What follows belongs to an exercise in optimizing a design on an open flow for small area; a production flow would make more cautious choices. Only simulation tests tie the RTL to the original design; equivalence was not proved. Power and IR drop assume default switching activity.

## regfile_mp
module regfile_mp #(
  parameter int WORDS    = 32,
  parameter int BITS     = 32,
  parameter int NUM_RD   = 2,
  parameter int NUM_WR   = 2,
  parameter int BYPASS   = 1,
  parameter int ZERO_REG = 1,
  parameter int ADDR_W   = $clog2(WORDS),
  parameter int LANES    = BITS / 8
) (
  input  logic                     clk,
  input  logic                     rst,
  input  logic [NUM_WR-1:0]        wr_en,
  input  logic [NUM_WR*ADDR_W-1:0] wr_addr,
  input  logic [NUM_WR*BITS-1:0]   wr_data,
  input  logic [NUM_WR*LANES-1:0]  wr_be,
  input  logic [NUM_RD*ADDR_W-1:0] rd_addr,
  output logic [NUM_RD*BITS-1:0]   rd_data,
  output logic [NUM_RD-1:0]        rd_busy,
  input  logic                     sb_set_en,
  input  logic [ADDR_W-1:0]        sb_set_addr,
  output logic [WORDS-1:0]         busy_vec
);
Size in the first run: roughly 4800 cells after synthesis, ~48000 µm² of cells after synthesis.
Settings: LEC_CHECK=0, CAP_MARGIN=20, CELL_PAD_IN_SITES_DETAIL_PLACEMENT=1, CELL_PAD_IN_SITES_GLOBAL_PLACEMENT=1, CORE_MARGIN=2, CORE_UTILIZATION=30, PLACE_DENSITY=0.5, SETUP_SLACK_MARGIN=0.3, SLEW_MARGIN=20, SYNTH_HIERARCHICAL=1, SYNTH_MINIMUM_KEEP_SIZE=0; clock period 8.0 ns.
standard.sh (not shown) runs the stock make flow with config.mk's settings and CLKGATE_MAP_FILE= SYNTH_SCRIPT=/design/flow/synth_recipe.tcl, a recipe that flattens the netlist after the stock synthesis.
==> flow/flow/run.sh <==
#!/bin/bash
# Own layout flow: the standard ORFS flow, with these changes:
#  - ports buffered with the smallest buffer (buf_1) instead of clkdlybuf4s50_1;
#  - clock tree built from clkbuf_16 (clusters of up to 24 sinks, 100 um across) without dummy loads.
# Everything else (synthesis, floorplan, power grid, placement, routing) is the
# standard flow. Each tool's output stays in its ORFS log under orfs/logs; the
# make output goes to flow_make.log.
set -euo pipefail
bash standard.sh \
  "BUFFER_PORTS_ARGS=-buffer_cell sky130_fd_sc_hd__buf_1" \
  "CTS_ARGS=-sink_clustering_enable -repair_clock_nets -dont_use_dummy_load -buf_list sky130_fd_sc_hd__clkbuf_16 -sink_clustering_size 24 -sink_clustering_max_diameter 100" \
  finish > flow_make.log 2>&1
Rerun with:
--- a/flow/flow/run.sh
+++ b/flow/flow/run.sh
@@ -4 +4 @@
-#  - clock tree built from clkbuf_16 (clusters of up to 24 sinks, 100 um across) without dummy loads.
+#  - clock tree built from clkbuf_8 (clusters of up to 24 sinks) without dummy loads.
@@ -11 +11 @@
-  "CTS_ARGS=-sink_clustering_enable -repair_clock_nets -dont_use_dummy_load -buf_list sky130_fd_sc_hd__clkbuf_16 -sink_clustering_size 24 -sink_clustering_max_diameter 100" \
+  "CTS_ARGS=-sink_clustering_enable -repair_clock_nets -dont_use_dummy_load -buf_list sky130_fd_sc_hd__clkbuf_8 -sink_clustering_size 24" \
--- a/flow/config.mk
+++ b/flow/config.mk
@@ -14 +13,0 @@
-export SETUP_SLACK_MARGIN = 0.3
Outcome: With this change the flow ran to the end with violations: setup timing; hold slack loses 13 ps; routed wire length climbs by 0.73%; power climbs by 11%; cell area climbs by 2.4%; combinational power barely changes; via count climbs by 2.0%.
Rerun with:
--- a/flow/config.mk
+++ b/flow/config.mk
@@ -13,0 +14 @@
+export SETUP_SLACK_MARGIN = 0.3
What happened: Now the flow went through all stages and came out clean. Worst setup slack gains 240 ps. Sequential power hardly moves. Final cell count is about the same. Synthesized cell count stays the same. Design area barely changes. Clock-buffer cell count stays the same. Routed wire length barely changes. Non-clock buffer count is unchanged.

========
regfile_mp again, from the RTL that the note above started with.
Settings: LEC_CHECK=0, CAP_MARGIN=12, CELL_PAD_IN_SITES_DETAIL_PLACEMENT=1, CELL_PAD_IN_SITES_GLOBAL_PLACEMENT=1, CORE_MARGIN=2, CORE_UTILIZATION=30, PLACE_DENSITY=0.5, SETUP_SLACK_MARGIN=0.3, SLEW_MARGIN=12, SYNTH_HIERARCHICAL=1, SYNTH_MINIMUM_KEEP_SIZE=0; clock period 8.0 ns.
==> flow/flow/run.sh <==
#!/bin/bash
# Own layout flow: the standard ORFS flow, with these changes:
#  - after the standard synthesis (run unchanged), the 3-input NORs that ABC
#    upsized to nor3_2 are put back to nor3_1 (same function and pins; the
#    placement-aware resizer upsizes again wherever timing needs it);
#  - ports buffered with the smallest buffer (buf_1) instead of clkdlybuf4s50_1;
#  - clock tree built from clkbuf_16 (clusters of up to 20 sinks, 90 um across)
#    without dummy loads.
# Everything else (floorplan, power grid, placement, routing) is the standard
# flow. Each tool's output stays in its ORFS log under orfs/logs; the make
# output goes to flow_make_synth.log and flow_make.log.
set -euo pipefail
ARGS=(
  "BUFFER_PORTS_ARGS=-buffer_cell sky130_fd_sc_hd__buf_1"
  "CTS_ARGS=-sink_clustering_enable -repair_clock_nets -dont_use_dummy_load -buf_list sky130_fd_sc_hd__clkbuf_16 -sink_clustering_size 20 -sink_clustering_max_diameter 90"
)
bash standard.sh "${ARGS[@]}" synth > flow_make_synth.log 2>&1
RES=orfs/results/${FLOW_PLATFORM}/regfile_mp/base
sed -i 's/\bsky130_fd_sc_hd__nor3_2\b/sky130_fd_sc_hd__nor3_1/g' $RES/1_2_yosys.v
rm -f $RES/1_synth.odb $RES/1_synth.sdc
bash standard.sh "${ARGS[@]}" finish > flow_make.log 2>&1
The starting point finished with timing, DRC and antenna clean.
Then changed:
==> flow/flow/run.sh (replaced) <==
#!/bin/bash
# Own layout flow: the standard ORFS flow, with these changes:
#  - ports buffered with the smallest buffer (buf_1) instead of clkdlybuf4s50_1;
#  - clock tree built from clkbuf_16 (clusters of up to 24 sinks, 100 um across) without dummy loads.
# Everything else (synthesis, floorplan, power grid, placement, routing) is the
# standard flow. Each tool's output stays in its ORFS log under orfs/logs; the
# make output goes to flow_make.log.
set -euo pipefail
bash standard.sh \
  "BUFFER_PORTS_ARGS=-buffer_cell sky130_fd_sc_hd__buf_1" \
  "CTS_ARGS=-sink_clustering_enable -repair_clock_nets -dont_use_dummy_load -buf_list sky130_fd_sc_hd__clkbuf_16 -sink_clustering_size 24 -sink_clustering_max_diameter 100" \
  finish > flow_make.log 2>&1
CORE_UTILIZATION = 40   (was 30)
PLACE_DENSITY = 0.55   (was 0.5)
Count of clock-buffer cells in the layout came out lower by 17; register-to-register slack gets better by 0.33 ns; sequential power stays flat; final cell count came out lower by 9.0%; final area came out lower by 2.8%; clock power came out lower by about 15%; hold slack hardly moves; combinational power came out lower by about 3%; setup slack gets worse by 0.022 ns; via count came out lower by about 0.4%.
Then changed:
==> flow/flow/run.sh (replaced) <==
#!/bin/bash
# Own layout flow: the standard ORFS flow, with these changes:
#  - after the standard synthesis (run unchanged), the 3-input NORs that ABC
#    upsized to nor3_2 are put back to nor3_1 (same function and pins; the
#    placement-aware resizer upsizes again wherever timing needs it);
#  - ports buffered with the smallest buffer (buf_1) instead of clkdlybuf4s50_1;
#  - clock tree built from clkbuf_16 (clusters of up to 20 sinks, 90 um across)
#    without dummy loads.
# Everything else (floorplan, power grid, placement, routing) is the standard
# flow. Each tool's output stays in its ORFS log under orfs/logs; the make
# output goes to flow_make_synth.log and flow_make.log.
set -euo pipefail
ARGS=(
  "BUFFER_PORTS_ARGS=-buffer_cell sky130_fd_sc_hd__buf_1"
  "CTS_ARGS=-sink_clustering_enable -repair_clock_nets -dont_use_dummy_load -buf_list sky130_fd_sc_hd__clkbuf_16 -sink_clustering_size 20 -sink_clustering_max_diameter 90"
)
bash standard.sh "${ARGS[@]}" synth > flow_make_synth.log 2>&1
RES=orfs/results/${FLOW_PLATFORM}/regfile_mp/base
sed -i 's/\bsky130_fd_sc_hd__nor3_2\b/sky130_fd_sc_hd__nor3_1/g' $RES/1_2_yosys.v
rm -f $RES/1_synth.odb $RES/1_synth.sdc
bash standard.sh "${ARGS[@]}" finish > flow_make.log 2>&1
CAP_MARGIN = 20   (was 12)
CORE_UTILIZATION = 30   (was 40)
PLACE_DENSITY = 0.5   (was 0.55)
SLEW_MARGIN = 20   (was 12)
Utilization falls by 10 points.
Total power rises by a few percent.
Routed wire length is higher by roughly a tenth.
Then changed:
==> flow/flow/run.sh (replaced) <==
#!/bin/bash
# Own layout flow: the standard ORFS flow, with these changes:
#  - ports buffered with the smallest buffer (buf_1) instead of clkdlybuf4s50_1;
#  - clock tree built from clkbuf_16 (clusters of up to 20 sinks, 90 um across) without dummy loads.
# Everything else (synthesis, floorplan, power grid, placement, routing) is the
# standard flow. Each tool's output stays in its ORFS log under orfs/logs; the
# make output goes to flow_make.log.
set -euo pipefail
bash standard.sh \
  "BUFFER_PORTS_ARGS=-buffer_cell sky130_fd_sc_hd__buf_1" \
  "CTS_ARGS=-sink_clustering_enable -repair_clock_nets -dont_use_dummy_load -buf_list sky130_fd_sc_hd__clkbuf_16 -sink_clustering_size 20 -sink_clustering_max_diameter 90" \
  finish > flow_make.log 2>&1
CAP_MARGIN = 5   (was 20)
PLACE_DENSITY = 0.6   (was 0.5)
SLEW_MARGIN = 5   (was 20)
The new run completed and failed the layout checks on capacitance limit.
Worst hold slack stays flat.
Cell area is lower slightly.
Synthesized cell count does not change.
Worst setup slack is better by 0.029 ns.
First-iteration DRC count climbs by a few percent.
Wire length falls by a few percent.

[port drivers added, routing unchanged]
In the flow no input, the clock included, has a driving cell. The finished layouts below were timed again as built, in two steps. Step 1 sets driving cells, clkbuf_16 on the clock port and buf_2 on the other inputs (assumed; they add their load-dependent delay and slew). Step 2 moves the port delays by t, midway between the first and last clock arrival at a register: inputs arrive t later, outputs are due t later. That takes back most of the time a late clock gives input paths. Three values: ideal, step 1, step 2; two values: the first two.
run | shift t [ns] | slack for setup (ns) | clock arrival spread, ns | worst data-port slew with drivers (ns) | pins driven straight from the clock port
the first run of note 1 | 0.793 | 0.244 / 0.206 / 0.206 | 0.057 / 0.057 | 0.11 | 1
the second run of note 1 | 1.022 | -0.007 / -0.040 / -0.040 | 0.084 / 0.083 | 0.11 | 1
the third run of note 1 | 1.027 | 0.231 / 0.191 / 0.191 | 0.081 / 0.082 | 0.11 | 1
the first run of note 2 | 0.780 | 0.180 / 0.059 / 0.059 | 0.059 / 0.059 | 0.17 | 1
the second run of note 2 | 0.780 | 0.158 / 0.068 / 0.068 | 0.071 / 0.072 | 0.21 | 1
the third run of note 2 | 0.770 | 0.141 / -0.007 / -0.007 | 0.054 / 0.054 | 0.17 | 1
the fourth run of note 2 | 0.816 | 0.170 / 0.073 / 0.073 | 0.040 / 0.040 | 0.20 | 1
Met with ideal ports but missed after step 2: setup timing in the third run of note 2. For the third run of note 2, which loses most, drivers alone change the setup slack by -0.148 ns; drivers and shift together by -0.148 ns.
